From an optimization exercise on the open Yosys and OpenROAD flow, aimed at small area; shortcuts taken in it are not production practice.
Function was checked by simulation only, so behaviour that the tests miss may differ from the original.
No run shown here takes its clock network from TritonCTS; it comes from the design's own scripts or RTL.
The clock input has no modelled driver; a real chip could not lean on it and would need a root buffer or a full tree.
Power and IR drop assume default switching activity.

## flow/flow/run.sh

```bash
#!/bin/bash
# The standard layout, with the smallest buffer on every port and a clock
# tree built by hand (flow/manual_cts.tcl) in place of TritonCTS. Each tool's
# output is in the ORFS logs under orfs/logs; make's own output is in flow.log.
set -euo pipefail
export BUFFER_PORTS_ARGS="-buffer_cell sky130_fd_sc_hd__buf_1"
export PRE_CTS_TCL="$PWD/flow/manual_cts.tcl"
export CLK_TREE_N=7
export CLK_ROOT_BUF=sky130_fd_sc_hd__clkbuf_4
export CLK_TREE_BUF=sky130_fd_sc_hd__clkbuf_8
export POST_CTS_TCL="$PWD/flow/post_cts.tcl"
bash standard.sh > flow.log 2>&1
```

## flow/flow/manual_cts.tcl

```tcl
# Hand-built clock tree: the clock port drives a root buffer (CLK_ROOT_BUF), or
# with none the leaf buffers directly; CLK_TREE_N leaf buffers (CLK_TREE_BUF)
# each drive one balanced cluster of the clock sinks (recursive median
# bisection of the placed sinks). TritonCTS is then skipped.
set ntree [expr {[info exists ::env(CLK_TREE_N)] ? $::env(CLK_TREE_N) : 4}]
set bufname [expr {[info exists ::env(CLK_TREE_BUF)] ? $::env(CLK_TREE_BUF) : "sky130_fd_sc_hd__clkbuf_16"}]

set block [ord::get_db_block]
set db [ord::get_db]
set clk [$block findNet i_clk]
set master [$db findMaster $bufname]

set sinks {}
foreach it [$clk getITerms] {
  set inst [$it getInst]
  set loc [$inst getLocation]
  lappend sinks [list [lindex $loc 0] [lindex $loc 1] $it]
}
puts "manual clock tree: [llength $sinks] sinks, $ntree x $bufname"

proc split_sinks { items n axis } {
  if { $n <= 1 } { return [list $items] }
  set sorted [lsort -integer -index $axis $items]
  set n1 [expr {$n / 2}]
  set k [expr {([llength $sorted] * $n1) / $n}]
  set a [lrange $sorted 0 [expr {$k - 1}]]
  set b [lrange $sorted $k end]
  set next [expr {1 - $axis}]
  return [concat [split_sinks $a $n1 $next] [split_sinks $b [expr {$n - $n1}] $next]]
}

set clusters [split_sinks $sinks $ntree 0]
set src $clk
if { [info exists ::env(CLK_ROOT_BUF)] && $::env(CLK_ROOT_BUF) != "" } {
  set root [odb::dbInst_create $block [$db findMaster $::env(CLK_ROOT_BUF)] "clkbuf_manual_root"]
  set src [odb::dbNet_create $block "clknet_manual_root"]
  $src setSigType CLOCK
  [$root findITerm A] connect $clk
  [$root findITerm X] connect $src
  set sx 0; set sy 0
  foreach s $sinks { incr sx [lindex $s 0]; incr sy [lindex $s 1] }
  $root setLocation [expr {$sx / [llength $sinks]}] [expr {$sy / [llength $sinks]}]
  $root setPlacementStatus PLACED
  puts "  root buffer $::env(CLK_ROOT_BUF)"
}
set i 0
foreach cl $clusters {
  set sx 0; set sy 0
  foreach s $cl { incr sx [lindex $s 0]; incr sy [lindex $s 1] }
  set cx [expr {$sx / [llength $cl]}]
  set cy [expr {$sy / [llength $cl]}]
  set buf [odb::dbInst_create $block $master "clkbuf_manual_$i"]
  set net [odb::dbNet_create $block "clknet_manual_$i"]
  $net setSigType CLOCK
  [$buf findITerm A] connect $src
  [$buf findITerm X] connect $net
  foreach s $cl {
    set it [lindex $s 2]
    $it disconnect
    $it connect $net
  }
  $buf setLocation $cx $cy
  $buf setPlacementStatus PLACED
  puts "  cluster $i: [llength $cl] sinks, buffer at $cx $cy"
  incr i
}

set_propagated_clock [all_clocks]

proc clock_tree_synthesis { args } {
  puts "clock_tree_synthesis skipped: the clock tree was built by hand"
}
```

## flow/flow/post_cts.tcl

```tcl
# Downsize cells on paths with timing slack to spare, then legalize again
repair_timing -recover_power 100
detailed_placement
check_placement -verbose
```

## flow/standard.sh

```bash
#!/bin/bash
# synth_recipe.tcl (not shown) runs the flow's synth.tcl, then flattens the netlist and writes it again
# the make line also repeats each setting of config.mk as NAME=value (left out here)
make -C /OpenROAD-flow-scripts/flow DESIGN_CONFIG=/design/flow/config.mk WORK_HOME=/design/flow/orfs CLKGATE_MAP_FILE= SYNTH_SCRIPT=/design/flow/synth_recipe.tcl "${@:-finish}"
```

## flow/config.mk

```make
export PLATFORM = sky130hd
export DESIGN_NAME = analogizer_top
export DESIGN_NICKNAME = analogizer_top
export VERILOG_FILES = /design/flow/design.v
export SDC_FILE = /design/flow/constraint.sdc
export NUM_CORES = 4
export LEC_CHECK = 0
export CAP_MARGIN = 20
export CORE_MARGIN = 2
export CORE_UTILIZATION = 60
export SLEW_MARGIN = 20
export SYNTH_HIERARCHICAL = 1
```

## flow/constraint.sdc

```tcl
create_clock -name core_clock -period 10.0 [get_ports {i_clk}]
set_input_delay 2.0000 -clock core_clock [delete_from_list [all_inputs] [get_ports {i_clk}]]
set_output_delay 2.0000 -clock core_clock [all_outputs]
set_load 0.01 [all_outputs]
```

## flow/design.v

```verilog
`timescale 1ns/1ps
module analogizer_fa (
	input  logic i_a,
	input  logic i_b,
	input  logic i_c,
	output logic o_s,
	output logic o_c
);
	assign o_s = i_a ^ i_b ^ i_c;
	assign o_c = (i_a & i_b) | (i_a & i_c) | (i_b & i_c);
endmodule
module analogizer_ha (
	input  logic i_a,
	input  logic i_b,
	output logic o_s,
	output logic o_c
);
	assign o_s = i_a ^ i_b;
	assign o_c = i_a & i_b;
endmodule
module ypbpr_converter (
	input  logic [8:0] i_an,  
	input  logic [8:0] i_bn,  
	input  logic [7:0] i_g,
	output logic [5:0] o_y,
	output logic [5:0] o_pb_n,
	output logic [5:0] o_pr
);
	logic [8:0] n_i_an;
	assign n_i_an = ~i_an;
	logic [8:0] n_i_bn;
	assign n_i_bn = ~i_bn;
	logic [7:0] n_i_g;
	assign n_i_g = ~i_g;
	logic ys0, yc0;
	analogizer_fa u_y0 (.i_a(n_i_an[1]), .i_b(i_bn[1]), .i_c(i_bn[0]), .o_s(ys0), .o_c(yc0));
	logic ys1, yc1;
	analogizer_fa u_y1 (.i_a(n_i_an[2]), .i_b(n_i_an[0]), .i_c(i_bn[2]), .o_s(ys1), .o_c(yc1));
	logic ys2, yc2;
	analogizer_fa u_y2 (.i_a(n_i_an[3]), .i_b(n_i_an[1]), .i_c(n_i_an[0]), .o_s(ys2), .o_c(yc2));
	logic ys3, yc3;
	analogizer_fa u_y3 (.i_a(n_i_an[4]), .i_b(n_i_an[2]), .i_c(n_i_an[1]), .o_s(ys3), .o_c(yc3));
	logic ys4, yc4;
	analogizer_fa u_y4 (.i_a(n_i_an[5]), .i_b(n_i_an[3]), .i_c(n_i_an[2]), .o_s(ys4), .o_c(yc4));
	logic ys5, yc5;
	analogizer_fa u_y5 (.i_a(i_bn[4]), .i_b(n_i_bn[0]), .i_c(n_i_bn[5]), .o_s(ys5), .o_c(yc5));
	logic ys6, yc6;
	analogizer_fa u_y6 (.i_a(n_i_an[6]), .i_b(n_i_an[4]), .i_c(n_i_an[3]), .o_s(ys6), .o_c(yc6));
	logic ys7, yc7;
	analogizer_fa u_y7 (.i_a(n_i_an[0]), .i_b(i_bn[6]), .i_c(i_bn[5]), .o_s(ys7), .o_c(yc7));
	logic ys8, yc8;
	analogizer_fa u_y8 (.i_a(n_i_an[7]), .i_b(n_i_an[5]), .i_c(n_i_an[4]), .o_s(ys8), .o_c(yc8));
	logic ys9, yc9;
	analogizer_fa u_y9 (.i_a(n_i_an[1]), .i_b(i_bn[7]), .i_c(i_bn[6]), .o_s(ys9), .o_c(yc9));
	logic ys10, yc10;
	analogizer_fa u_y10 (.i_a(i_g[0]), .i_b(n_i_an[8]), .i_c(n_i_an[6]), .o_s(ys10), .o_c(yc10));
	logic ys11, yc11;
	analogizer_fa u_y11 (.i_a(n_i_an[5]), .i_b(n_i_an[2]), .i_c(i_bn[8]), .o_s(ys11), .o_c(yc11));
	logic ys12, yc12;
	analogizer_fa u_y12 (.i_a(i_g[1]), .i_b(n_i_an[7]), .i_c(n_i_an[6]), .o_s(ys12), .o_c(yc12));
	logic ys13, yc13;
	analogizer_fa u_y13 (.i_a(n_i_an[3]), .i_b(i_bn[8]), .i_c(n_i_bn[4]), .o_s(ys13), .o_c(yc13));
	logic ys14, yc14;
	analogizer_fa u_y14 (.i_a(i_g[2]), .i_b(n_i_an[8]), .i_c(n_i_an[7]), .o_s(ys14), .o_c(yc14));
	logic ys15, yc15;
	analogizer_fa u_y15 (.i_a(i_g[3]), .i_b(n_i_an[8]), .i_c(n_i_an[5]), .o_s(ys15), .o_c(yc15));
	logic ys16, yc16;
	analogizer_fa u_y16 (.i_a(n_i_an[6]), .i_b(n_i_bn[7]), .i_c(n_i_g[4]), .o_s(ys16), .o_c(yc16));
	logic ys17, yc17;
	analogizer_fa u_y17 (.i_a(i_g[5]), .i_b(n_i_an[7]), .i_c(n_i_bn[8]), .o_s(ys17), .o_c(yc17));
	logic ys18, yc18;
	analogizer_fa u_y18 (.i_a(yc0), .i_b(ys1), .i_c(i_bn[1]), .o_s(ys18), .o_c(yc18));
	logic ys19, yc19;
	analogizer_fa u_y19 (.i_a(yc1), .i_b(ys2), .i_c(i_bn[3]), .o_s(ys19), .o_c(yc19));
	logic ys20, yc20;
	analogizer_fa u_y20 (.i_a(yc2), .i_b(ys3), .i_c(i_bn[4]), .o_s(ys20), .o_c(yc20));
	logic ys21, yc21;
	analogizer_fa u_y21 (.i_a(yc3), .i_b(ys4), .i_c(ys5), .o_s(ys21), .o_c(yc21));
	logic ys22, yc22;
	analogizer_fa u_y22 (.i_a(yc4), .i_b(yc5), .i_c(ys6), .o_s(ys22), .o_c(yc22));
	logic ys23, yc23;
	analogizer_fa u_y23 (.i_a(ys7), .i_b(n_i_bn[1]), .i_c(i_bn[5]), .o_s(ys23), .o_c(yc23));
	logic ys24, yc24;
	analogizer_fa u_y24 (.i_a(yc6), .i_b(yc7), .i_c(ys8), .o_s(ys24), .o_c(yc24));
	logic ys25, yc25;
	analogizer_fa u_y25 (.i_a(yc8), .i_b(yc9), .i_c(ys10), .o_s(ys25), .o_c(yc25));
	logic ys26, yc26;
	analogizer_fa u_y26 (.i_a(ys11), .i_b(i_bn[7]), .i_c(n_i_bn[3]), .o_s(ys26), .o_c(yc26));
	logic ys27, yc27;
	analogizer_fa u_y27 (.i_a(yc10), .i_b(yc11), .i_c(ys12), .o_s(ys27), .o_c(yc27));
	logic ys28, yc28;
	analogizer_fa u_y28 (.i_a(yc12), .i_b(yc13), .i_c(ys14), .o_s(ys28), .o_c(yc28));
	logic ys29, yc29;
	analogizer_fa u_y29 (.i_a(yc14), .i_b(ys15), .i_c(n_i_bn[6]), .o_s(ys29), .o_c(yc29));
	logic ys30, yc30;
	analogizer_fa u_y30 (.i_a(yc16), .i_b(ys17), .i_c(i_g[4]), .o_s(ys30), .o_c(yc30));
	logic ys31, yc31;
	analogizer_fa u_y31 (.i_a(yc17), .i_b(i_g[6]), .i_c(n_i_an[8]), .o_s(ys31), .o_c(yc31));
	logic ys32, yc32;
	analogizer_fa u_y32 (.i_a(yc18), .i_b(ys19), .i_c(i_bn[2]), .o_s(ys32), .o_c(yc32));
	logic ys33, yc33;
	analogizer_fa u_y33 (.i_a(yc19), .i_b(ys20), .i_c(i_bn[3]), .o_s(ys33), .o_c(yc33));
	logic ys34, yc34;
	analogizer_fa u_y34 (.i_a(yc21), .i_b(ys22), .i_c(ys23), .o_s(ys34), .o_c(yc34));
	logic ys35, yc35;
	analogizer_fa u_y35 (.i_a(yc22), .i_b(yc23), .i_c(ys24), .o_s(ys35), .o_c(yc35));
	logic ys36, yc36;
	analogizer_fa u_y36 (.i_a(yc24), .i_b(ys25), .i_c(ys26), .o_s(ys36), .o_c(yc36));
	logic ys37, yc37;
	analogizer_fa u_y37 (.i_a(yc25), .i_b(yc26), .i_c(ys27), .o_s(ys37), .o_c(yc37));
	logic ys38, yc38;
	analogizer_fa u_y38 (.i_a(yc27), .i_b(ys28), .i_c(n_i_an[4]), .o_s(ys38), .o_c(yc38));
	logic ys39, yc39;
	analogizer_fa u_y39 (.i_a(yc29), .i_b(yc15), .i_c(ys16), .o_s(ys39), .o_c(yc39));
	logic ys40, yc40;
	analogizer_fa u_y40 (.i_a(yc33), .i_b(yc20), .i_c(ys21), .o_s(ys40), .o_c(yc40));
	logic ys41, yc41;
	analogizer_fa u_y41 (.i_a(yc34), .i_b(ys35), .i_c(ys9), .o_s(ys41), .o_c(yc41));
	logic ys42, yc42;
	analogizer_fa u_y42 (.i_a(yc36), .i_b(ys37), .i_c(ys13), .o_s(ys42), .o_c(yc42));
	logic ys43, yc43;
	analogizer_fa u_y43 (.i_a(yc37), .i_b(ys38), .i_c(n_i_bn[5]), .o_s(ys43), .o_c(yc43));
	logic ys44, yc44;
	analogizer_fa u_y44 (.i_a(yc38), .i_b(yc28), .i_c(ys29), .o_s(ys44), .o_c(yc44));
	logic ys45, yc45;
	analogizer_fa u_y45 (.i_a(yc41), .i_b(yc35), .i_c(ys36), .o_s(ys45), .o_c(yc45));
	wire y0 = n_i_an[0] & i_bn[0];
	wire y1 = ys0 & y0;
	wire y2 = ys18 & y1;
	wire y3 = ys32 & y2;
	wire y4 = (yc32 & ys33) | (yc32 & y3) | (ys33 & y3);
	wire y5 = ys40 & y4;
	wire y6 = (yc40 & ys34) | (yc40 & y5) | (ys34 & y5);
	wire y7 = (ys41 & n_i_bn[2]) | (ys41 & y6) | (n_i_bn[2] & y6);
	wire y8 = ys45 & y7;
	wire y9 = (yc45 & ys42) | (yc45 & y8) | (ys42 & y8);
	logic ys46, yc46;
	analogizer_fa u_y46 (.i_a(yc42), .i_b(ys43), .i_c(y9), .o_s(ys46), .o_c(yc46));
	logic ys47, yc47;
	analogizer_fa u_y47 (.i_a(yc43), .i_b(ys44), .i_c(yc46), .o_s(ys47), .o_c(yc47));
	logic ys48, yc48;
	analogizer_fa u_y48 (.i_a(yc44), .i_b(ys39), .i_c(yc47), .o_s(ys48), .o_c(yc48));
	logic ys49, yc49;
	analogizer_fa u_y49 (.i_a(yc39), .i_b(ys30), .i_c(yc48), .o_s(ys49), .o_c(yc49));
	logic ys50, yc50;
	analogizer_fa u_y50 (.i_a(yc30), .i_b(ys31), .i_c(yc49), .o_s(ys50), .o_c(yc50));
	logic ys51, yc51;
	analogizer_fa u_y51 (.i_a(yc31), .i_b(n_i_g[7]), .i_c(yc50), .o_s(ys51), .o_c(yc51));
	assign o_y = {ys51, ys50, ys49, ys48, ys47, ys46};
	logic pbs0, pbc0;
	analogizer_fa u_pb0 (.i_a(i_an[3]), .i_b(n_i_an[1]), .i_c(n_i_an[0]), .o_s(pbs0), .o_c(pbc0));
	logic pbs1, pbc1;
	analogizer_fa u_pb1 (.i_a(i_an[4]), .i_b(n_i_an[2]), .i_c(n_i_an[1]), .o_s(pbs1), .o_c(pbc1));
	logic pbs2, pbc2;
	analogizer_fa u_pb2 (.i_a(i_an[5]), .i_b(n_i_an[3]), .i_c(n_i_an[2]), .o_s(pbs2), .o_c(pbc2));
	logic pbs3, pbc3;
	analogizer_fa u_pb3 (.i_a(i_an[6]), .i_b(n_i_an[4]), .i_c(n_i_an[3]), .o_s(pbs3), .o_c(pbc3));
	logic pbs4, pbc4;
	analogizer_fa u_pb4 (.i_a(i_bn[0]), .i_b(i_an[7]), .i_c(n_i_an[5]), .o_s(pbs4), .o_c(pbc4));
	logic pbs5, pbc5;
	analogizer_fa u_pb5 (.i_a(i_bn[1]), .i_b(n_i_an[6]), .i_c(n_i_an[5]), .o_s(pbs5), .o_c(pbc5));
	logic pbs6, pbc6;
	analogizer_fa u_pb6 (.i_a(i_bn[2]), .i_b(n_i_an[7]), .i_c(n_i_an[6]), .o_s(pbs6), .o_c(pbc6));
	logic pbs7, pbc7;
	analogizer_fa u_pb7 (.i_a(i_bn[3]), .i_b(n_i_an[8]), .i_c(n_i_an[7]), .o_s(pbs7), .o_c(pbc7));
	logic pbs8, pbc8;
	analogizer_fa u_pb8 (.i_a(i_bn[4]), .i_b(n_i_an[8]), .i_c(n_i_an[6]), .o_s(pbs8), .o_c(pbc8));
	logic pbs9, pbc9;
	analogizer_fa u_pb9 (.i_a(i_bn[6]), .i_b(n_i_an[8]), .i_c(i_bn[5]), .o_s(pbs9), .o_c(pbc9));
	logic pbs10, pbc10;
	analogizer_fa u_pb10 (.i_a(pbc1), .i_b(pbs2), .i_c(n_i_an[0]), .o_s(pbs10), .o_c(pbc10));
	logic pbs11, pbc11;
	analogizer_fa u_pb11 (.i_a(pbc2), .i_b(pbs3), .i_c(n_i_an[1]), .o_s(pbs11), .o_c(pbc11));
	logic pbs12, pbc12;
	analogizer_fa u_pb12 (.i_a(pbc3), .i_b(pbs4), .i_c(n_i_an[4]), .o_s(pbs12), .o_c(pbc12));
	logic pbs13, pbc13;
	analogizer_fa u_pb13 (.i_a(pbc4), .i_b(pbs5), .i_c(n_i_an[3]), .o_s(pbs13), .o_c(pbc13));
	logic pbs14, pbc14;
	analogizer_fa u_pb14 (.i_a(pbc5), .i_b(pbs6), .i_c(n_i_an[4]), .o_s(pbs14), .o_c(pbc14));
	logic pbs15, pbc15;
	analogizer_fa u_pb15 (.i_a(pbc6), .i_b(pbs7), .i_c(n_i_an[5]), .o_s(pbs15), .o_c(pbc15));
	logic pbs16, pbc16;
	analogizer_fa u_pb16 (.i_a(pbc8), .i_b(n_i_an[7]), .i_c(n_i_bn[5]), .o_s(pbs16), .o_c(pbc16));
	logic pbs17, pbc17;
	analogizer_fa u_pb17 (.i_a(pbc11), .i_b(pbs12), .i_c(n_i_an[2]), .o_s(pbs17), .o_c(pbc17));
	logic pbs18, pbc18;
	analogizer_fa u_pb18 (.i_a(pbc12), .i_b(pbs13), .i_c(n_i_an[8]), .o_s(pbs18), .o_c(pbc18));
	logic pbs19, pbc19;
	analogizer_fa u_pb19 (.i_a(pbc13), .i_b(pbs14), .i_c(n_i_an[8]), .o_s(pbs19), .o_c(pbc19));
	logic pbs20, pbc20;
	analogizer_fa u_pb20 (.i_a(pbc14), .i_b(pbs15), .i_c(i_an[8]), .o_s(pbs20), .o_c(pbc20));
	logic pbs21, pbc21;
	analogizer_fa u_pb21 (.i_a(pbc15), .i_b(pbc7), .i_c(pbs8), .o_s(pbs21), .o_c(pbc21));
	wire pb0 = i_an[2] & n_i_an[0];
	wire pb1 = pbs0 & pb0;
	wire pb2 = (pbc0 & pbs1) | (pbc0 & pb1) | (pbs1 & pb1);
	wire pb3 = pbs10 & pb2;
	wire pb4 = (pbc10 & pbs11) | (pbc10 & pb3) | (pbs11 & pb3);
	wire pb5 = pbs17 & pb4;
	wire pb6 = (pbc17 & pbs18) | (pbc17 & pb5) | (pbs18 & pb5);
	wire pb7 = (pbc18 & pbs19) | (pbc18 & pb6) | (pbs19 & pb6);
	logic pbs22, pbc22;
	analogizer_fa u_pb22 (.i_a(pbc19), .i_b(pbs20), .i_c(pb7), .o_s(pbs22), .o_c(pbc22));
	logic pbs23, pbc23;
	analogizer_fa u_pb23 (.i_a(pbc20), .i_b(pbs21), .i_c(pbc22), .o_s(pbs23), .o_c(pbc23));
	logic pbs24, pbc24;
	analogizer_fa u_pb24 (.i_a(pbc21), .i_b(pbs16), .i_c(pbc23), .o_s(pbs24), .o_c(pbc24));
	logic pbs25, pbc25;
	analogizer_fa u_pb25 (.i_a(pbc16), .i_b(pbs9), .i_c(pbc24), .o_s(pbs25), .o_c(pbc25));
	logic pbs26, pbc26;
	analogizer_fa u_pb26 (.i_a(pbc9), .i_b(n_i_bn[7]), .i_c(pbc25), .o_s(pbs26), .o_c(pbc26));
	logic pbs27, pbc27;
	analogizer_fa u_pb27 (.i_a(i_bn[8]), .i_b(n_i_bn[7]), .i_c(pbc26), .o_s(pbs27), .o_c(pbc27));
	assign o_pb_n = {pbs27, pbs26, pbs25, pbs24, pbs23, pbs22};
	logic prs0, prc0;
	analogizer_fa u_pr0 (.i_a(i_bn[4]), .i_b(i_bn[2]), .i_c(i_bn[0]), .o_s(prs0), .o_c(prc0));
	logic prs1, prc1;
	analogizer_fa u_pr1 (.i_a(i_bn[5]), .i_b(i_bn[3]), .i_c(i_bn[1]), .o_s(prs1), .o_c(prc1));
	logic prs2, prc2;
	analogizer_fa u_pr2 (.i_a(i_bn[6]), .i_b(i_bn[4]), .i_c(i_bn[2]), .o_s(prs2), .o_c(prc2));
	logic prs3, prc3;
	analogizer_fa u_pr3 (.i_a(n_i_an[0]), .i_b(i_bn[7]), .i_c(i_bn[5]), .o_s(prs3), .o_c(prc3));
	logic prs4, prc4;
	analogizer_fa u_pr4 (.i_a(i_bn[8]), .i_b(i_bn[6]), .i_c(i_bn[4]), .o_s(prs4), .o_c(prc4));
	logic prs5, prc5;
	analogizer_fa u_pr5 (.i_a(i_bn[7]), .i_b(i_bn[5]), .i_c(n_i_an[1]), .o_s(prs5), .o_c(prc5));
	logic prs6, prc6;
	analogizer_fa u_pr6 (.i_a(n_i_an[3]), .i_b(i_bn[8]), .i_c(i_bn[6]), .o_s(prs6), .o_c(prc6));
	logic prs7, prc7;
	analogizer_fa u_pr7 (.i_a(n_i_an[5]), .i_b(i_bn[8]), .i_c(n_i_an[4]), .o_s(prs7), .o_c(prc7));
	logic prs8, prc8;
	analogizer_fa u_pr8 (.i_a(prc2), .i_b(prs3), .i_c(i_bn[3]), .o_s(prs8), .o_c(prc8));
	logic prs9, prc9;
	analogizer_fa u_pr9 (.i_a(prc3), .i_b(prs4), .i_c(i_an[1]), .o_s(prs9), .o_c(prc9));
	logic prs10, prc10;
	analogizer_fa u_pr10 (.i_a(prc4), .i_b(prs5), .i_c(i_an[2]), .o_s(prs10), .o_c(prc10));
	logic prs11, prc11;
	analogizer_fa u_pr11 (.i_a(prc5), .i_b(prs6), .i_c(n_i_an[2]), .o_s(prs11), .o_c(prc11));
	logic prs12, prc12;
	analogizer_fa u_pr12 (.i_a(prc6), .i_b(i_bn[7]), .i_c(i_an[4]), .o_s(prs12), .o_c(prc12));
	wire pr0 = i_bn[2] & i_bn[0];
	wire pr1 = (i_bn[3] & i_bn[1]) | (i_bn[3] & pr0) | (i_bn[1] & pr0);
	wire pr2 = prs0 & pr1;
	wire pr3 = (prc0 & prs1) | (prc0 & pr2) | (prs1 & pr2);
	wire pr4 = (prc1 & prs2) | (prc1 & pr3) | (prs2 & pr3);
	wire pr5 = prs8 & pr4;
	wire pr6 = (prc8 & prs9) | (prc8 & pr5) | (prs9 & pr5);
	wire pr7 = (prc9 & prs10) | (prc9 & pr6) | (prs10 & pr6);
	logic prs13, prc13;
	analogizer_fa u_pr13 (.i_a(prc10), .i_b(prs11), .i_c(pr7), .o_s(prs13), .o_c(prc13));
	logic prs14, prc14;
	analogizer_fa u_pr14 (.i_a(prc11), .i_b(prs12), .i_c(prc13), .o_s(prs14), .o_c(prc14));
	logic prs15, prc15;
	analogizer_fa u_pr15 (.i_a(prc12), .i_b(prs7), .i_c(prc14), .o_s(prs15), .o_c(prc15));
	logic prs16, prc16;
	analogizer_fa u_pr16 (.i_a(prc7), .i_b(i_an[6]), .i_c(prc15), .o_s(prs16), .o_c(prc16));
	logic prs17, prc17;
	analogizer_fa u_pr17 (.i_a(n_i_an[6]), .i_b(i_an[7]), .i_c(prc16), .o_s(prs17), .o_c(prc17));
	logic prs18, prc18;
	analogizer_fa u_pr18 (.i_a(n_i_an[7]), .i_b(i_an[8]), .i_c(prc17), .o_s(prs18), .o_c(prc18));
	assign o_pr = {prs18, prs17, prs16, prs15, prs14, prs13};
endmodule
`timescale 1ns/1ps
module analogizer_top (
	input  logic       i_clk,
	input  logic       i_rst,
	input  logic       i_ena,
	input  logic [1:0] i_video_mode,
	input  logic [7:0] i_r,
	input  logic [7:0] i_g,
	input  logic [7:0] i_b,
	input  logic       i_hsync,
	input  logic       i_vsync,
	input  logic       i_csync,
	input  logic       i_blank_n,
	input  logic       i_ce_pix,
	input  logic       i_poll_req,
	input  logic [7:4] i_bank0_in,
	output logic       o_poll_ack,
	output logic       o_busy,
	output logic [15:0] o_p1_buttons,
	output logic [15:0] o_p2_buttons,
	output logic [7:0] o_bank1_out,
	output logic [7:0] o_bank2_out,
	output logic [7:0] o_bank3_out,
	output logic       o_bank1_dir,
	output logic       o_bank2_dir,
	output logic       o_bank3_dir
);
	logic m0, m2, m3, pass_rg;
	assign m0 = i_video_mode == 2'd0;
	assign m2 = i_video_mode == 2'd2;
	assign m3 = i_video_mode == 2'd3;
	assign pass_rg = i_blank_n && !m3;
	logic [7:0] s1_rn, s1_g, s1_bn;
	logic s1_m2, s1_vs, s1_pix;
	logic hs_lvl;
	assign hs_lvl = m0 ? i_csync : (m3 ? i_hsync : 1'b1);
	always_ff @(posedge i_clk) begin
		s1_rn[7:2] <= ~(pass_rg ? i_r[7:2] : 6'd0);
		s1_rn[1]   <= ~(m2 ? (i_blank_n && i_r[1]) : i_blank_n);
		s1_rn[0]   <= ~(m2 ? (i_blank_n && i_r[0]) : hs_lvl);
		s1_g   <= pass_rg ? i_g : 8'd0;
		s1_bn  <= ~(m3 ? 8'hff : (i_blank_n ? i_b : 8'd0));
		s1_m2  <= m2;
		s1_vs  <= m0 ? 1'b1 : (m3 ? i_vsync : i_csync);
		s1_pix <= i_ce_pix;
	end
	logic [8:0] a_n, b_n, a_cn, b_cn;
	assign b_cn[0] = 1'b1;
	analogizer_ha u_ha_a (.i_a(s1_rn[0]), .i_b(s1_g[0]), .o_s(a_n[0]), .o_c(a_cn[1]));
	analogizer_fa u_fa_b (.i_a(s1_bn[0]), .i_b(s1_g[0]), .i_c(b_cn[0]), .o_s(b_n[0]), .o_c(b_cn[1]));
	genvar gi;
	generate
		for (gi = 1; gi < 8; gi++) begin : g_sub_ripple
			analogizer_fa u_fa_a (.i_a(s1_rn[gi]), .i_b(s1_g[gi]), .i_c(a_cn[gi]), .o_s(a_n[gi]), .o_c(a_cn[gi + 1]));
			analogizer_fa u_fa_b (.i_a(s1_bn[gi]), .i_b(s1_g[gi]), .i_c(b_cn[gi]), .o_s(b_n[gi]), .o_c(b_cn[gi + 1]));
		end
	endgenerate
	assign a_n[8] = a_cn[8];
	assign b_n[8] = b_cn[8];
	logic [5:0] y6, pb6_n, pr6;
	ypbpr_converter u_ypbpr (
		.i_an(a_n), .i_bn(b_n), .i_g(s1_g),
		.o_y(y6), .o_pb_n(pb6_n), .o_pr(pr6)
	);
	logic [5:0] s2_r_n, s2_g_n, s2_b_n;
	logic s2_hs_n, s2_vs, s2_bl_n, s2_pix;
	logic rst_q, rst_seen;
	always_ff @(posedge i_clk) begin
		s2_r_n <= s1_m2 ? ~pr6 : s1_rn[7:2];
		s2_g_n <= ~(s1_m2 ? y6 : s1_g[7:2]);
		s2_b_n <= s1_m2 ? pb6_n : s1_bn[7:2];
		s2_hs_n <= !s1_m2 && s1_rn[0];
		s2_vs  <= s1_vs;
		s2_bl_n <= !s1_m2 && s1_rn[1];
		s2_pix <= s1_pix;
		rst_q    <= i_rst;
		rst_seen <= i_rst || rst_q;
	end
	logic [7:0] step;
	logic idle, done, busy, sample, snac_latch, snac_pad_clk;
	logic [32:0] ring;
	assign idle    = !step[7] && step[6] && !step[3];
	assign done    = !step[7] && !step[6];
	assign busy    = step[7] || (step[6] && step[3]);
	assign sample  = step[7] && (step[2:0] == 3'd3);
	assign snac_latch   = !step[7] && step[3];
	assign snac_pad_clk = step[7] && step[2];
	assign o_poll_ack   = done;
	assign o_busy       = busy;
	always_ff @(posedge i_clk) begin
		if (i_rst || (done && !i_poll_req))
			step <= 8'd119;
		else if (busy || (idle && i_poll_req))
			step <= step + 8'd1;
	end
	always_ff @(posedge i_clk) begin
		ring <= {ring[31:4], sample ? ~i_bank0_in[5] : ring[3], ring[2:0],
			sample ? ~i_bank0_in[6] : ring[32]};
	end
	logic [15:0] word1, word2;
	always_comb begin
		for (int k = 0; k < 16; k++) begin
			word1[k] = ring[(123 - 8 * k) % 33];
			word2[k] = ring[(127 - 8 * k) % 33];
		end
	end
	logic take, hold;
	assign take = (&step) && !i_rst;
	assign hold = !(&step) && !i_rst;
	analogizer_word_reg u_p1 (.i_clk(i_clk), .i_take(take), .i_hold(hold), .i_d(word1), .o_q(o_p1_buttons));
	analogizer_word_reg u_p2 (.i_clk(i_clk), .i_take(take), .i_hold(hold), .i_d(word2), .o_q(o_p2_buttons));
	logic pins_on, pins_next, vid_on;
	assign pins_next = !i_rst && i_ena;
	assign vid_on    = pins_next && !rst_seen;
	always_ff @(posedge i_clk) begin
		pins_on <= pins_next;
		o_bank3_out <= {~(s2_r_n | {6{!vid_on}}), !(s2_hs_n || !vid_on), pins_next & (rst_seen | s2_vs)};
		o_bank2_out <= {~(s2_b_n[0] | !vid_on), !(s2_bl_n || !vid_on), ~(s2_g_n | {6{!vid_on}})};
		o_bank1_out <= {snac_pad_clk & pins_next, snac_latch & pins_next, s2_pix & vid_on, ~(s2_b_n[5:1] | {5{!vid_on}})};
	end
	assign o_bank1_dir = pins_on;
	assign o_bank2_dir = pins_on;
	assign o_bank3_dir = pins_on;
endmodule
module analogizer_word_reg (
	input  logic        i_clk,
	input  logic        i_take,
	input  logic        i_hold,
	input  logic [15:0] i_d,
	output logic [15:0] o_q
);
	always_ff @(posedge i_clk)
		o_q <= (i_d & {16{i_take}}) | (o_q & {16{i_hold}});
endmodule
```

==> results.sh, run 1 <==
export IMPL_die_height_um=112
export IMPL_crit_path_end_kind="register"
export IMPL_vias=3982
export IMPL_max_freq_ghz=0.107
export IMPL_yosysWarningCount=8
export IMPL_layout_drive_gt1_share=0.0500
export IMPL_status="complete, no violations"
export IMPL_fillers=956
export IMPL_drtIter0Drc=261
export IMPL_grt_antenna_before_repair=0
export IMPL_numPortBuffers=97
export IMPL_synth_cell_types=53
export IMPL_die_x_um=112
export IMPL_routedWlPerCell_um=17.2
export IMPL_worst_slew_pin_transition_ns=0.859
export IMPL_final_nets=758
export IMPL_synth_flop_cell="dfxtp_1"
export IMPL_syn_inst=529
export IMPL_wl_met3_um=716
export IMPL_postSynthAreaPerCell_sq_um=13.3
export IMPL_design_core_area_sq_mm=0.0114
export IMPL_clock_latency_ns=0.48
export IMPL_overflow=0
export IMPL_required_ns=10.35
export IMPL_hold_path_class="register to register"
export IMPL_setup_viol=0
export IMPL_maxUsedRoutingLayer="met4"
export IMPL_grt_max_degree=33
export IMPL_synthArstFlopShare=0
export IMPL_first_pass_iters=4
export IMPL_met1Wirelength_um=5620
export IMPL_start_kind="register"
export IMPL_drcViolationCount=0
export IMPL_crit_path_cell_trace="ha_1 -> fa_1 -> fa_1 -> fa_1 -> fa_1 -> fa_1 -> fa_1 -> fa_1 -> inv_1 -> clkbuf_1 -> fa_1 -> fa_1 -> fa_1 -> fa_1 -> o221ai_1 -> nand3_1 -> fa_1 -> fa_1 -> fa_1 -> fa_1 -> fa_1 -> fa_1 -> mux2i_1"
export IMPL_fin_worst_skew_ns=0.0113
export IMPL_clk_pin_slew_worst_paths_ns=0.12
export IMPL_rsz0062_at_grt="false"
export IMPL_cp_data_arrival_time_ns=9.69
export IMPL_gp_congestion=0.898
export IMPL_maxCapViolations=0
export IMPL_yosys_register_bits=149
export IMPL_crit_path_max_incr_delay_ns=0.56
export IMPL_syn2layout_area_growth_pct=5.49
export IMPL_fin_crit_ns=9.34
export IMPL_ant_nets=0
export IMPL_setup_tns_ns=0
export IMPL_hold_viol=0
export IMPL_ios=100
export IMPL_initial_core_util=0.615
export IMPL_grt_pass1_wl_um=21400
export IMPL_fp_row_count=39
export IMPL_max_vdd_ir_drop_mv=0.213
export IMPL_regArea_sq_mm=0.00298
export IMPL_fin_util=0.648
export IMPL_routed_wl_um=12800
export IMPL_fin_hold_ws_ns=0.340
export IMPL_finalMaxSlewViolations=0
export IMPL_path_max_fanout=7
export IMPL_hpwl_um=9870
export IMPL_p_per_area_mw_per_mm2=322
export IMPL_dr_wl_met2_um=6220
export IMPL_p_leak_nw=2.98
export IMPL_crit_slowest_cell="fa_1"
export IMPL_period_share=0.934
export IMPL_grt_use_total=0.211
export IMPL_viasPerCell=5.36
export IMPL_multi_input_area_sq_mm=0.00362
export IMPL_slew_limit_headroom=0.428
export IMPL_n_antenna_cell=0
export IMPL_synth_edf_count=0
export IMPL_netlist_area_sq_mm=0.00702
export IMPL_crit_path_frequent_cell="fa_1"
export IMPL_path_class="register to register"
export IMPL_ys_seq_area_frac=0.425
export IMPL_grt_pass1_vias=4308
export IMPL_dieArea_sq_mm=0.0126
export IMPL_syn_num_nets=685
[where the power goes]
part	leakage [nW]	switching, mW	internal (mW)
clock network	0.0549	0.161	0.0679
logic	1.70	0.761	0.684
registers	1.22	0.0456	0.666
[cells in the final DEF, fill, tap and decap left out, types with 2 or more instances in the layout]
| cell type | count |
|---|---|
| nand4_1 | 2 |
| nand4b_1 | 2 |
| nor3_1 | 5 |
| inv_1 | 30 |
| nand3_1 | 2 |
| o31ai_1 | 2 |
| dfxtp_1 | 149 |
| clkbuf_2 | 2 |
| clkbuf_8 | 7 |
| nor3b_1 | 3 |
| a22o_1 | 32 |
| ha_1 | 3 |
| nand2b_1 | 2 |
| buf_4 | 4 |
| nor2_1 | 23 |
| o211ai_1 | 4 |
| o21a_1 | 5 |
| nor2b_1 | 3 |
| o21ai_0 | 11 |
| a21oi_1 | 14 |
| o2111ai_1 | 4 |
| clkbuf_1 | 4 |
| nand2_1 | 22 |
| and2_0 | 2 |
| mux2_2 | 6 |
| buf_1 | 94 |
| fa_1 | 114 |
| mux2i_1 | 14 |
| and3_1 | 10 |
[routing by layer]
layer	GRT usage	vias up
met5	0	-
met4	0.0309	0
li1	-	1868
met1	0.303	2002
met3	0.0254	19
met2	0.361	93
[synthesized netlist by cell type (2+ instances only)]
cell       number  area [sq um]
nand2b_1        2          12.5
buf_4          23           173
fa_1          114          2280
o21a_1          4          30.0
and2_1          2          12.5
nor3_1          5          25.0
dfxtp_1       149          2980
buf_6           9           101
nor2b_1         3          18.8
o21ai_2         2          17.5
o2111ai_1       4          35.0
nand3_1         2          10.0
nor2_1         24          90.1
a22o_1         32           280
mux2i_1        14           140
mux2_2          6          67.6
clkbuf_1        8          30.0
inv_1          30           113
ha_1            3          37.5
o211ai_1        4          30.0
a21oi_1        14          70.1
o31ai_1         2          15.0
nor3b_1         3          22.5
nand4_1         2          12.5
o21ai_0         9          45.0
and3_1         10          62.6
nand4b_1        2          17.5
nand2_1        22          82.6
[Yosys stat by module, one instance, submodules excluded]
module               flip-flops and latches  cells inside
analogizer_top                          117           270
analogizer_word_reg                      16            36
ypbpr_converter                           0            72
analogizer_fa                             0             1
analogizer_ha                             0             1
[critical path: cells and delay by family (launching register included)]
kind                     cells  cell delay (ns)
adder cells (fa/ha/maj)     18             7.73
buffers and inverters        2             0.68
flip-flops                   1             0.38
AO/OA/AOI/OAI                1             0.23
AND/OR/NAND/NOR              1             0.14
multiplexers                 1             0.07
[state kept, by name, indices dropped and copies added, names as in the netlist, 6 cells and up]
signal,flops
s1_g,8
u_p2.o_q,16
s2_b_n,6
ring,33
u_p1.o_q,16
s1_bn,8
s2_r_n,6
step,8
s1_rn,8
s2_g_n,6
o_bank2_out,8
o_bank1_out,8
o_bank3_out,8
[final timing paths]
kind         startpoint        end  slack [ns]  cells past startpoint
min reg2reg      s1_pix     s2_pix        0.34                      0
min              s1_pix     s2_pix        0.34                      0
max             s1_g[0]  s2_g_n[5]        0.66                     23
max reg2reg     s1_g[0]  s2_g_n[5]        0.66                     23
[metrics by stage]
stage               instance area [sq um]  setup WS [ns]  power, mW  instances
finish                               7400          0.665       2.39        743
global route                         7400          0.317       2.67        743
detailed placement                   7310          0.722       2.19        735
global placement                     7310          0.879       2.10        735
floorplan                            7020          0.992       2.24        529
[cell type report]
class | instances | share of cell area
multi-input combinational | 309 | 0.489
sequential | 149 | 0.403
timing repair buffer | 104 | 0.0551
tap | 143 | 0.0242
inverter | 30 | 0.0152
buffer | 8 | 0.0140
[cells by family (layout without fill, tap and decap cells)]
family | after synthesis | in the layout | share of synthesized area
and+or+nand+nor | 87 | 87 | 0.0635
muxes | 21 | 21 | 0.0312
DFF | 149 | 149 | 0.425
adders and majority gates | 118 | 118 | 0.332
other | 1 | 1 | 0.000534
AOI/OAI and AO/OA | 81 | 81 | 0.0865
xor gates and xnor gates | 1 | 1 | 0.00125
buffers and inverters | 71 | 142 | 0.0601
==> inputs of run 2 (changes only) <==
--- a/flow/flow/run.sh
+++ b/flow/flow/run.sh
@@ -5,7 +5,7 @@
 set -euo pipefail
 export BUFFER_PORTS_ARGS="-buffer_cell sky130_fd_sc_hd__buf_1"
 export PRE_CTS_TCL="$PWD/flow/manual_cts.tcl"
-export CLK_TREE_N=7
+export CLK_TREE_N=8
 export CLK_ROOT_BUF=sky130_fd_sc_hd__clkbuf_4
 export CLK_TREE_BUF=sky130_fd_sc_hd__clkbuf_8
 export POST_CTS_TCL="$PWD/flow/post_cts.tcl"
==> results.sh, run 2 <==
export IMPL_status="complete, no violations"
export IMPL_yosysWarningCount=8
export IMPL_period_share=0.932
export IMPL_postSynthAreaPerCell_sq_um=13.3
export IMPL_ant_nets=0
export IMPL_gp_congestion=0.898
export IMPL_grt_pass1_vias=4306
export IMPL_yosys_area_share_simple=0.0635
export IMPL_syn_num_nets=685
export IMPL_switching_share=0.404
export IMPL_cp_data_arrival_time_ns=9.68
export IMPL_die_x_um=112
export IMPL_final_nets=759
export IMPL_dieArea_sq_mm=0.0126
export IMPL_max_vdd_ir_drop_mv=0.204
export IMPL_switching_power_uw=966
export IMPL_synthArstFlopShare=0
export IMPL_synth_compound_area_frac=0.0865
export IMPL_max_freq_ghz=0.107
export IMPL_synth_top_area_cell="dfxtp_1"
export IMPL_fin_hold_ws_ns=0.336
export IMPL_fin_util=0.650
export IMPL_yosysMostFrequentCell="dfxtp_1"
export IMPL_p_comb_frac=0.602
export IMPL_grt_pass1_wl_um=21400
export IMPL_p_total_mw=2.39
export IMPL_finalWorstSetupSlack_ns=0.680
export IMPL_clock_latency_ns=0.48
export IMPL_path_class="register to register"
export IMPL_p_leak_nw=2.98
export IMPL_n_antenna_cell=0
export IMPL_layout_drive_gt1_share=0.0516
export IMPL_syn_inst=529
export IMPL_synth_edf_count=0
export IMPL_synthAdderAreaFrac=0.332
export IMPL_clk_pin_slew_worst_paths_ns=0.12
export IMPL_fin_crit_ns=9.32
export IMPL_grt_busiest_layer="met2"
export IMPL_hpwl_um=9870
export IMPL_yosys_top_cells_count="dfxtp_1, fa_1, a22o_1"
export IMPL_grt_antenna_before_repair=0
export IMPL_start_kind="register"
export IMPL_synth_xor_xnor_area_share=0.00125
export IMPL_power_frac_clock=0.100
export IMPL_fp_row_count=39
export IMPL_maxCapViolations=0
export IMPL_synth_top_area_share=0.425
export IMPL_grt_use_total=0.211
export IMPL_crit_path_end_kind="register"
export IMPL_syn2layout_area_growth_pct=5.69
export IMPL_drcViolationCount=0
export IMPL_setup_viol=0
export IMPL_met1_usage=0.303
export IMPL_ios=100
export IMPL_grtUsageMet2=0.362
export IMPL_regMostFlops="ring"
export IMPL_numPortBuffers=97
export IMPL_largest_register_ff_count=33
export IMPL_yosys_register_bits=149
export IMPL_routedWlPerCell_um=17.1
export IMPL_ys_seq_area_frac=0.425
export IMPL_netlist_area_sq_mm=0.00702
export IMPL_pre_cts_slack_ns=0.722
export IMPL_p_int_mw=1.42
export IMPL_overflow=0
export IMPL_p_per_area_mw_per_mm2=322
export IMPL_first_pass_iters=4
export IMPL_slew_limit_headroom=0.434
export IMPL_die_height_um=112
export IMPL_viasPerCell=5.37
export IMPL_final_cell_mix="dfxtp_1, fa_1, buf_1"
export IMPL_reg_top3="ring x33, u_p1.o_q x16, u_p2.o_q x16"
export IMPL_grt_max_degree=33
export IMPL_layout_commonest_cell="dfxtp_1"
export IMPL_design_core_area_sq_mm=0.0114
export IMPL_drtIter0Drc=198
export IMPL_initial_core_util=0.615
export IMPL_worst_slew_pin_transition_ns=0.849
export IMPL_fin_worst_skew_ns=0.0168
export IMPL_path_max_fanout=7
export IMPL_hold_viol=0
export IMPL_pwr_share_seq=0.298
export IMPL_synth_area_leaders="dfxtp_1, fa_1, a22o_1"
export IMPL_synth_top_family_by_area="adder cells"
export IMPL_finalMaxSlewViolations=0
export IMPL_hold_path_class="register to register"
export IMPL_routed_wl_um=12700
export IMPL_use_met3=0.0265
export IMPL_rsz0062_at_grt="false"
export IMPL_synth_cell_types=53
export IMPL_synth_flop_cell="dfxtp_1"
export IMPL_vias=3996
export IMPL_synthMuxAreaShare=0.0312
export IMPL_setup_tns_ns=0
export IMPL_required_ns=10.36
-- run 2: logic make-up (layout without fill, tap and decap cells) --
logic type                 Yosys count  after routing
and+or+nand+nor                     87             87
xor gates and xnor gates             1              1
muxes                               21             21
DFF                                149            149
other                                1              1
adders and majority gates          118            118
AOI/OAI and AO/OA                   81             81
buffers and inverters               71            143
-- run 2: power groups by stage --
stage | combinational, mW | sequential [mW] | clock (mW)
floorplan | 1.53 | 0.708 | 0
global placement | 1.38 | 0.724 | 0
detailed placement | 1.47 | 0.725 | 0
global route | 1.69 | 0.721 | 0.266
finish | 1.44 | 0.711 | 0.239
-- run 2: metal layers --
| metal | vias to the layer above | wire length [um] |
|---|---|---|
| met2 | 98 | 6200 |
| met3 | 17 | 750 |
| met5 | - | 0 |
| met1 | 2010 | 5580 |
| met4 | 0 | 208 |
| li1 | 1871 | - |
-- run 2: per-module statistics from Yosys, one instance, submodules excluded --
module | cells | flops+latches | area (sq um)
analogizer_ha | 1 | 0 | 12.5
analogizer_word_reg | 36 | 16 | 505
ypbpr_converter | 72 | 0 | 438
analogizer_top | 270 | 117 | 3280
analogizer_fa | 1 | 0 | 20.0
-- run 2: worst max-delay path: stages (launching register included) --
cell and delay (ns):
dfxtp_1 0.37, ha_1 0.22, fa_1 0.42, fa_1 0.41, fa_1 0.39, fa_1 0.39, fa_1 0.39, fa_1 0.38
fa_1 0.55, inv_1 0.16, clkbuf_1 0.52, fa_1 0.53, fa_1 0.52, fa_1 0.45, fa_1 0.56, o221ai_1 0.23
nand3_1 0.14, fa_1 0.43, fa_1 0.40, fa_1 0.39, fa_1 0.40, fa_1 0.39, fa_1 0.49, mux2i_1 0.07
-- run 2: worst paths after layout --
path                            startpoint         to  slack [ns]  cells past startpoint
worst max-delay path               s1_g[0]  s2_g_n[5]        0.68                     23
worst min-delay path                s1_pix     s2_pix        0.34                      0
worst max register to register     s1_g[0]  s2_g_n[5]        0.68                     23
worst min register to register      s1_pix     s2_pix        0.34                      0
-- run 2: final cells by class --
type	instances	area (sq um)
fillers	953	4000
multi-input cells	309	3620
flip-flops and latches	149	2980
repair buffers	104	408
well taps	143	179
plain buffers	9	118
inverters	30	113
-- run 2: through the flow --
step | cell area (sq um) | instances
after detailed placement | 7310 | 735
after global routing | 7420 | 744
after floorplan | 7020 | 529
final | 7420 | 744
after global placement | 7310 | 735
==> inputs of run 3 (changes only) <==
--- a/flow/design.v
+++ b/flow/design.v
@@ -349,12 +349,19 @@
 	assign snac_pad_clk = step[7] && step[2];
 	assign o_poll_ack   = done;
 	assign o_busy       = busy;
-	always_ff @(posedge i_clk) begin
-		if (i_rst || (done && !i_poll_req))
-			step <= 8'd119;
-		else if (busy || (idle && i_poll_req))
-			step <= step + 8'd1;
-	end
+	logic step_load;
+	logic [8:0] step_c;
+	logic [7:0] step_inc;
+	assign step_load = i_rst || (done && !i_poll_req);
+	assign step_c[0] = busy || (idle && i_poll_req);
+	genvar si;
+	generate
+		for (si = 0; si < 8; si++) begin : g_step_inc
+			analogizer_ha u_ha (.i_a(step[si]), .i_b(step_c[si]), .o_s(step_inc[si]), .o_c(step_c[si + 1]));
+		end
+	endgenerate
+	always_ff @(posedge i_clk)
+		step <= step_load ? 8'd119 : step_inc;
 	always_ff @(posedge i_clk) begin
 		ring <= {ring[31:4], sample ? ~i_bank0_in[5] : ring[3], ring[2:0],
 			sample ? ~i_bank0_in[6] : ring[32]};
--- a/flow/flow/run.sh
+++ b/flow/flow/run.sh
@@ -5,7 +5,7 @@
 set -euo pipefail
 export BUFFER_PORTS_ARGS="-buffer_cell sky130_fd_sc_hd__buf_1"
 export PRE_CTS_TCL="$PWD/flow/manual_cts.tcl"
-export CLK_TREE_N=8
+export CLK_TREE_N=7
 export CLK_ROOT_BUF=sky130_fd_sc_hd__clkbuf_4
 export CLK_TREE_BUF=sky130_fd_sc_hd__clkbuf_8
 export POST_CTS_TCL="$PWD/flow/post_cts.tcl"
==> results.sh, run 3 <==
export IMPL_hold_path_class="register to register"
export IMPL_grt_pass1_wl_um=21200
export IMPL_clk_pin_slew_worst_paths_ns=0.12
export IMPL_synth_top_area_cell="dfxtp_1"
export IMPL_n_antenna_cell=0
export IMPL_netlist_area_sq_mm=0.00701
export IMPL_synth_top_area_share=0.426
export IMPL_die_height_um=112
export IMPL_synth_cell_types=49
export IMPL_period_share=0.922
export IMPL_routed_wl_um=12500
export IMPL_synthArstFlopShare=0
export IMPL_grt_busiest_layer="met2"
export IMPL_gp_congestion=0.853
export IMPL_die_x_um=112
export IMPL_dpl_cell_area_sq_mm=0.00730
export IMPL_design_core_area_sq_mm=0.0114
export IMPL_p_per_area_mw_per_mm2=323
export IMPL_crit_path_frequent_cell="fa_1"
export IMPL_regArea_sq_mm=0.00298
export IMPL_fillers=898
export IMPL_grt_pass1_vias=4159
export IMPL_fin_worst_skew_ns=0.0129
export IMPL_reg_top3="ring x33, u_p1.o_q x16, u_p2.o_q x16"
export IMPL_max_freq_ghz=0.108
export IMPL_finalMaxSlewViolations=0
export IMPL_vias=3824
export IMPL_synth_area_leaders="dfxtp_1, fa_1, a22o_1"
export IMPL_drtIter0Drc=249
export IMPL_syn_inst=507
export IMPL_layout_drive_gt1_share=0.0809
export IMPL_largest_register_ff_count=33
export IMPL_drcViolationCount=0
export IMPL_fin_cells=724
export IMPL_ios=100
export IMPL_p_leak_nw=2.97
export IMPL_endpoint="s2_g_n[5]"
export IMPL_ys_seq_area_frac=0.426
export IMPL_crit_path_cell_trace="ha_1 -> fa_1 -> fa_1 -> fa_1 -> fa_1 -> fa_1 -> fa_1 -> fa_1 -> inv_1 -> clkbuf_1 -> fa_1 -> fa_1 -> fa_1 -> fa_1 -> o221ai_1 -> nand3_1 -> fa_1 -> fa_1 -> fa_1 -> fa_1 -> fa_1 -> fa_1 -> mux2i_1"
export IMPL_rr_worst_depth=23
export IMPL_cp_num_cells=23
export IMPL_yosysMostFrequentCell="dfxtp_1"
export IMPL_setup_worst_path_start="s1_g[0]"
export IMPL_start_kind="register"
export IMPL_yosysWarningCount=8
export IMPL_grt_antenna_before_repair=0
export IMPL_fin_hold_ws_ns=0.340
export IMPL_overflow=0
export IMPL_slew_limit_headroom=0.487
export IMPL_syn_num_nets=669
export IMPL_critPathTopFamily="adder cells"
export IMPL_path_class="register to register"
export IMPL_dp_cells=716
export IMPL_finalWorstSetupSlack_ns=0.777
export IMPL_path_buf_inv=2
export IMPL_grtUsageMet2=0.341
export IMPL_synth_flop_cell="dfxtp_1"
export IMPL_r2r_end="s2_g_n[5]"
export IMPL_cp_data_arrival_time_ns=9.55
export IMPL_setup_tns_ns=0
export IMPL_pre_cts_slack_ns=0.748
export IMPL_maxCapViolations=0
export IMPL_rsz0062_at_grt="false"
export IMPL_regMostFlops="ring"
export IMPL_worst_slew_pin_transition_ns=0.766
export IMPL_hold_viol=0
export IMPL_fp_row_count=39
export IMPL_yosys_register_bits=149
export IMPL_initial_core_util=0.614
export IMPL_final_cell_mix="dfxtp_1, fa_1, buf_1"
export IMPL_routedWlPerCell_um=17.2
export IMPL_postSynthAreaPerCell_sq_um=13.8
export IMPL_grt_max_degree=33
export IMPL_required_ns=10.33
export IMPL_first_pass_iters=4
export IMPL_crit_path_end_kind="register"
export IMPL_hpwl_um=10000
export IMPL_met1_usage=0.316
export IMPL_crit_slowest_cell="fa_1"
export IMPL_synth_edf_count=0
export IMPL_numPortBuffers=97
export IMPL_dieArea_sq_mm=0.0126
export IMPL_layout_commonest_cell="dfxtp_1"
export IMPL_crit_path_max_incr_delay_ns=0.54
export IMPL_multi_input_area_sq_mm=0.00361
export IMPL_stdcell_area_sq_mm=0.00740
export IMPL_grt_use_total=0.209
export IMPL_max_vdd_ir_drop_mv=0.281
export IMPL_regToRegSetupSlack_ns=0.78
export IMPL_fin_crit_ns=9.22
export IMPL_setup_viol=0
export IMPL_clock_latency_ns=0.45
export IMPL_path_max_fanout=7
export IMPL_ant_nets=0
export IMPL_use_met3=0.0243
export IMPL_syn2layout_area_growth_pct=5.52
export IMPL_yosys_top_cells_count="dfxtp_1, fa_1, a22o_1"
export IMPL_status="complete, no violations"
export IMPL_viasPerCell=5.28
export IMPL_r2r_start="s1_g[0]"
export IMPL_final_nets=745
==> run 3: changes by cell type after synthesis, sizes merged, moves of 2 or more <==
cell and delta:
and3 -10, nand2 -9, and2 +7, clkbuf -7, ha +6, o21ai -6, or3 +6, o21a -4
nor3 -3, o2111ai -3, buf +2, o211ai -2, o31ai -2
==> run 3: logic make-up (layout without fill, tap and decap cells) <==
logic type | after synthesis | count (layout) | synth area share
DFF | 149 | 149 | 0.426
adders and majority gates | 124 | 124 | 0.343
and+or+nand+nor | 79 | 79 | 0.0684
buffers and inverters | 67 | 141 | 0.0582
AOI/OAI and AO/OA | 66 | 66 | 0.0730
muxes | 21 | 21 | 0.0311
other | 1 | 1 | 0.000535
==> run 3: layout make-up <==
class                           instances  share of cell area
Buffer                                  8              0.0140
Multi-Input combinational cell        291               0.489
Timing Repair Buffer                  102              0.0538
Tap cell                              143              0.0242
Sequential cell                       149               0.403
Inverter                               31              0.0157
==> run 3: Yosys stat by module (local to each module, per instance) <==
module | area (sq um) | flip-flops and latches | copies in the design | cells
analogizer_ha | 12.5 | 0 | 9 | 1
ypbpr_converter | 438 | 0 | 1 | 72
analogizer_word_reg | 505 | 16 | 2 | 36
analogizer_top | 3170 | 117 | 1 | 240
analogizer_fa | 20.0 | 0 | 114 | 1
==> run 3: stage by stage <==
step,util,power (mW)
3_5_place_dp,0.640,2.20
2_1_floorplan,-,2.22
5_1_grt,0.648,2.65
6_report,0.648,2.39
3_3_place_gp,0.640,2.10
==> run 3: power by group <==
group          internal [mW]  switching (mW)  total [mW]
sequential             0.666          0.0418       0.708
combinational          0.692           0.763        1.46
clock                 0.0682           0.158       0.227
total                   1.43           0.964        2.39
==> run 3: worst min path at each step <==
stage	startpoint	end	slack (ns)	cells after the start
3_3_place_gp	s1_pix	s2_pix	0.31	0
3_5_place_dp	s1_pix	s2_pix	0.31	0
5_1_grt	ring[6]	ring[7]	0.35	0
2_1_floorplan	s1_pix	s2_pix	0.31	0
6_report	s1_pix	s2_pix	0.34	0
==> run 3: routing by layer <==
metal / share of wire / wire length, um
met3: 0.052 / 649
met2: 0.47 / 5840
met5: 0 / 0
met4: 0.017 / 214
met1: 0.46 / 5750
==> inputs of run 4 (changes only) <==
--- a/flow/design.v
+++ b/flow/design.v
@@ -324,13 +324,19 @@
 		.i_an(a_n), .i_bn(b_n), .i_g(s1_g),
 		.o_y(y6), .o_pb_n(pb6_n), .o_pr(pr6)
 	);
+	logic m2_q_n;
+	logic [5:0] r_pick_n, g_pick_n, b_pick_n;
+	assign m2_q_n = !s1_m2;
+	analogizer_pick_r u_pick_r (.i_sel_n(m2_q_n), .i_a(pr6), .i_sel_n2(m2_q_n), .i_b(s1_rn[7:2]), .o_y(r_pick_n));
+	analogizer_pick_g u_pick_g (.i_sel(s1_m2), .i_sel_n(m2_q_n), .i_a(y6), .i_b(s1_g[7:2]), .o_y_n(g_pick_n));
+	analogizer_pick_b u_pick_b (.i_sel(s1_m2), .i_sel_n(m2_q_n), .i_a(pb6_n), .i_b(s1_bn[7:2]), .o_y(b_pick_n));
 	logic [5:0] s2_r_n, s2_g_n, s2_b_n;
 	logic s2_hs_n, s2_vs, s2_bl_n, s2_pix;
 	logic rst_q, rst_seen;
 	always_ff @(posedge i_clk) begin
-		s2_r_n <= s1_m2 ? ~pr6 : s1_rn[7:2];
-		s2_g_n <= ~(s1_m2 ? y6 : s1_g[7:2]);
-		s2_b_n <= s1_m2 ? pb6_n : s1_bn[7:2];
+		s2_r_n <= r_pick_n;
+		s2_g_n <= g_pick_n;
+		s2_b_n <= b_pick_n;
 		s2_hs_n <= !s1_m2 && s1_rn[0];
 		s2_vs  <= s1_vs;
 		s2_bl_n <= !s1_m2 && s1_rn[1];
@@ -401,3 +407,30 @@
 	always_ff @(posedge i_clk)
 		o_q <= (i_d & {16{i_take}}) | (o_q & {16{i_hold}});
 endmodule
+module analogizer_pick_r (
+	input  logic       i_sel_n,
+	input  logic [5:0] i_a,
+	input  logic       i_sel_n2,
+	input  logic [5:0] i_b,
+	output logic [5:0] o_y
+);
+	assign o_y = (~{6{i_sel_n}} & ~i_a) | ({6{i_sel_n2}} & i_b);
+endmodule
+module analogizer_pick_g (
+	input  logic       i_sel,
+	input  logic       i_sel_n,
+	input  logic [5:0] i_a,
+	input  logic [5:0] i_b,
+	output logic [5:0] o_y_n
+);
+	assign o_y_n = ~(({6{i_sel_n}} | i_a) & ({6{i_sel}} | i_b));
+endmodule
+module analogizer_pick_b (
+	input  logic       i_sel,
+	input  logic       i_sel_n,
+	input  logic [5:0] i_a,
+	input  logic [5:0] i_b,
+	output logic [5:0] o_y
+);
+	assign o_y = ({6{i_sel_n}} | i_a) & ({6{i_sel}} | i_b);
+endmodule
==> results.sh, run 4 <==
export IMPL_path_class="register to register"
export IMPL_rsz0062_at_grt="false"
export IMPL_fillers=947
export IMPL_synth_edf_count=0
export IMPL_finalWorstSetupSlack_ns=0.748
export IMPL_largest_register_ff_count=33
export IMPL_p_per_area_mw_per_mm2=339
export IMPL_max_vdd_ir_drop_mv=0.612
export IMPL_vias=3878
export IMPL_numPortBuffers=97
export IMPL_stdcell_area_sq_mm=0.00735
export IMPL_design_core_area_sq_mm=0.0114
export IMPL_grt_antenna_before_repair=1
export IMPL_required_ns=10.35
export IMPL_slew_limit_headroom=0.508
export IMPL_grt_max_degree=33
export IMPL_period_share=0.925
export IMPL_worst_slew_pin_transition_ns=0.739
export IMPL_synth_cell_types=53
export IMPL_crit_path_end_kind="register"
export IMPL_fin_worst_skew_ns=0.0129
export IMPL_dieArea_sq_mm=0.0124
export IMPL_regMostFlops="ring"
export IMPL_clk_pin_slew_worst_paths_ns=0.12
export IMPL_syn2layout_area_growth_pct=5.93
export IMPL_final_nets=742
export IMPL_grt_pass1_vias=4089
export IMPL_die_x_um=112
export IMPL_postSynthAreaPerCell_sq_um=13.9
export IMPL_start_kind="register"
export IMPL_overflow=0
export IMPL_grt_use_total=0.212
export IMPL_synth_top_area_share=0.430
export IMPL_layout_drive_gt1_share=0.0744
export IMPL_setup_viol=0
export IMPL_gp_congestion=0.826
export IMPL_grt_pass1_wl_um=21100
export IMPL_p_leak_nw=2.91
export IMPL_finalMaxSlewViolations=0
export IMPL_syn_num_nets=662
export IMPL_path_max_fanout=7
export IMPL_netlist_area_sq_mm=0.00694
export IMPL_synth_flop_cell="dfxtp_1"
export IMPL_cp_data_arrival_time_ns=9.61
export IMPL_drtIter0Drc=247
export IMPL_viasPerCell=5.37
export IMPL_initial_core_util=0.610
export IMPL_hold_path_class="register to register"
export IMPL_max_freq_ghz=0.108
export IMPL_routed_wl_um=12500
export IMPL_fin_util=0.646
export IMPL_yosys_top_cells_count="dfxtp_1, fa_1, a22o_1"
export IMPL_yosys_register_bits=149
export IMPL_syn_inst=500
export IMPL_yosysMostFrequentCell="dfxtp_1"
export IMPL_layout_commonest_cell="dfxtp_1"
export IMPL_clock_latency_ns=0.48
export IMPL_hold_viol=0
export IMPL_synth_area_leaders="dfxtp_1, fa_1, a22o_1"
export IMPL_hpwl_um=10100
export IMPL_final_cell_mix="dfxtp_1, fa_1, buf_1"
export IMPL_yosysWarningCount=8
export IMPL_synthArstFlopShare=0
export IMPL_drcViolationCount=0
export IMPL_ios=100
export IMPL_fp_row_count=39
export IMPL_fin_crit_ns=9.25
export IMPL_die_height_um=112
export IMPL_status="complete, no violations"
export IMPL_reg_top3="ring x33, u_p1.o_q x16, u_p2.o_q x16"
export IMPL_ant_nets=0
export IMPL_pre_cts_slack_ns=0.775
export IMPL_routedWlPerCell_um=17.4
export IMPL_ys_seq_area_frac=0.430
export IMPL_setup_tns_ns=0
export IMPL_maxCapViolations=0
export IMPL_synth_top_area_cell="dfxtp_1"
export IMPL_dpl_cell_area_sq_mm=0.00725
export IMPL_first_pass_iters=4
-- run 4: cell type report --
| class | instances | area [sq um] | share of cell area |
|---|---|---|---|
| diodes | 1 | 2.50 | 0.000340 |
| plain buffers | 8 | 104 | 0.0141 |
| inverters | 26 | 97.6 | 0.0133 |
| multi-input cells | 291 | 3570 | 0.486 |
| flip-flops and latches | 149 | 2980 | 0.406 |
| well taps | 143 | 179 | 0.0243 |
| repair buffers | 104 | 413 | 0.0562 |
-- run 4: kinds of logic (layout without fill, tap and decap cells) --
| group | Yosys count | after routing | share of synthesized area |
|---|---|---|---|
| AOI/OAI and AO/OA | 84 | 84 | 0.0945 |
| muxes | 3 | 3 | 0.00433 |
| and+or+nand+nor | 79 | 79 | 0.0693 |
| buffers and inverters | 60 | 138 | 0.0546 |
| DFF | 149 | 149 | 0.430 |
| adders and majority gates | 124 | 124 | 0.347 |
| other | 1 | 2 | 0.000541 |
-- run 4: Yosys stat by module (local to each module, per instance) --
module,flip-flops and latches,cells,cell area [sq um],times used
ypbpr_converter,0,72,438,1
analogizer_ha,0,1,12.5,9
analogizer_top,117,215,2950,1
analogizer_fa,0,1,20.0,114
analogizer_pick_r,0,6,52.6,1
analogizer_word_reg,16,36,505,2
analogizer_pick_b,0,6,53.8,1
analogizer_pick_g,0,6,37.5,1
-- run 4: report_power, final --
part           total (mW)  switching [mW]  internal, mW  leakage, nW
Combinational        1.57           0.850         0.719         1.63
Sequential          0.696          0.0383         0.658         1.22
Clock               0.225           0.157        0.0678       0.0549
-- run 4: per-layer routing --
metal,GRT usage,share of wire,vias up,wire (um)
met3,0.0278,0.045,20,563
met1,0.282,0.42,1959,5320
met4,0.0346,0.020,0,248
met2,0.382,0.51,87,6420
met5,0,0,-,0
li1,-,-,1812,-
-- run 4: final timing paths --
check,from,end,slack [ns],cells after the start
setup / recovery,s1_g[0],s2_g_n[5],0.75,23
setup reg to reg,s1_g[0],s2_g_n[5],0.75,23
hold / removal,s1_vs,s2_vs,0.35,0
hold reg to reg,s1_vs,s2_vs,0.35,0
-- run 4: critical path: stages, from the launching register on --
cell      delay (ns)
dfxtp_1         0.41
ha_1            0.24
fa_1            0.37
fa_1            0.39
fa_1            0.39
fa_1            0.38
fa_1            0.39
fa_1            0.40
fa_1            0.56
inv_1           0.14
clkbuf_1        0.50
fa_1            0.52
fa_1            0.51
fa_1            0.46
fa_1            0.57
o221ai_1        0.22
nand3_1         0.14
fa_1            0.40
fa_1            0.39
fa_1            0.40
fa_1            0.40
fa_1            0.39
fa_1            0.49
o22ai_1         0.07
-- run 4: through the flow --
stage                     hold slack, ns  power (mW)  instances
after floorplan                    0.310        2.19        500
after global placement             0.310        2.24        712
after detailed placement           0.338        2.32        712
after global routing               0.362        2.75        721
final                              0.354        2.49        722

[static timing again, ports no longer ideal]
How much do the figures lean on ideal ports? The routed layouts below were timed once more, with nothing changed but the port constraints. Step 1, drivers: a clkbuf_16 drives i_clk and a buf_2 each remaining input, both assumed. Step 2 times the ports against the registers' clock, not the clock port: input delays grow and output delays shrink by t, the midpoint of the rising clock arrivals with the driver on. Slacks: ideal / step 1 / step 2; pairs: ideal / step 1.
run | shift t [ns] | setup slack, ns | worst setup path at the end | slew at the worst register clock pin (ns) | worst data-port slew with drivers (ns)
run 1 | 0.502 | 0.665 / 0.665 / 0.665 | register to register | 0.12 / 0.12 | 0.04
run 2 | 0.499 | 0.680 / 0.680 / 0.680 | register to register | 0.12 / 0.12 | 0.04
run 3 | 0.475 | 0.777 / 0.777 / 0.777 | register to register | 0.12 / 0.12 | 0.05
run 4 | 0.504 | 0.748 / 0.748 / 0.748 | register to register | 0.12 / 0.12 | 0.04
After both steps every run listed still meets setup and hold.
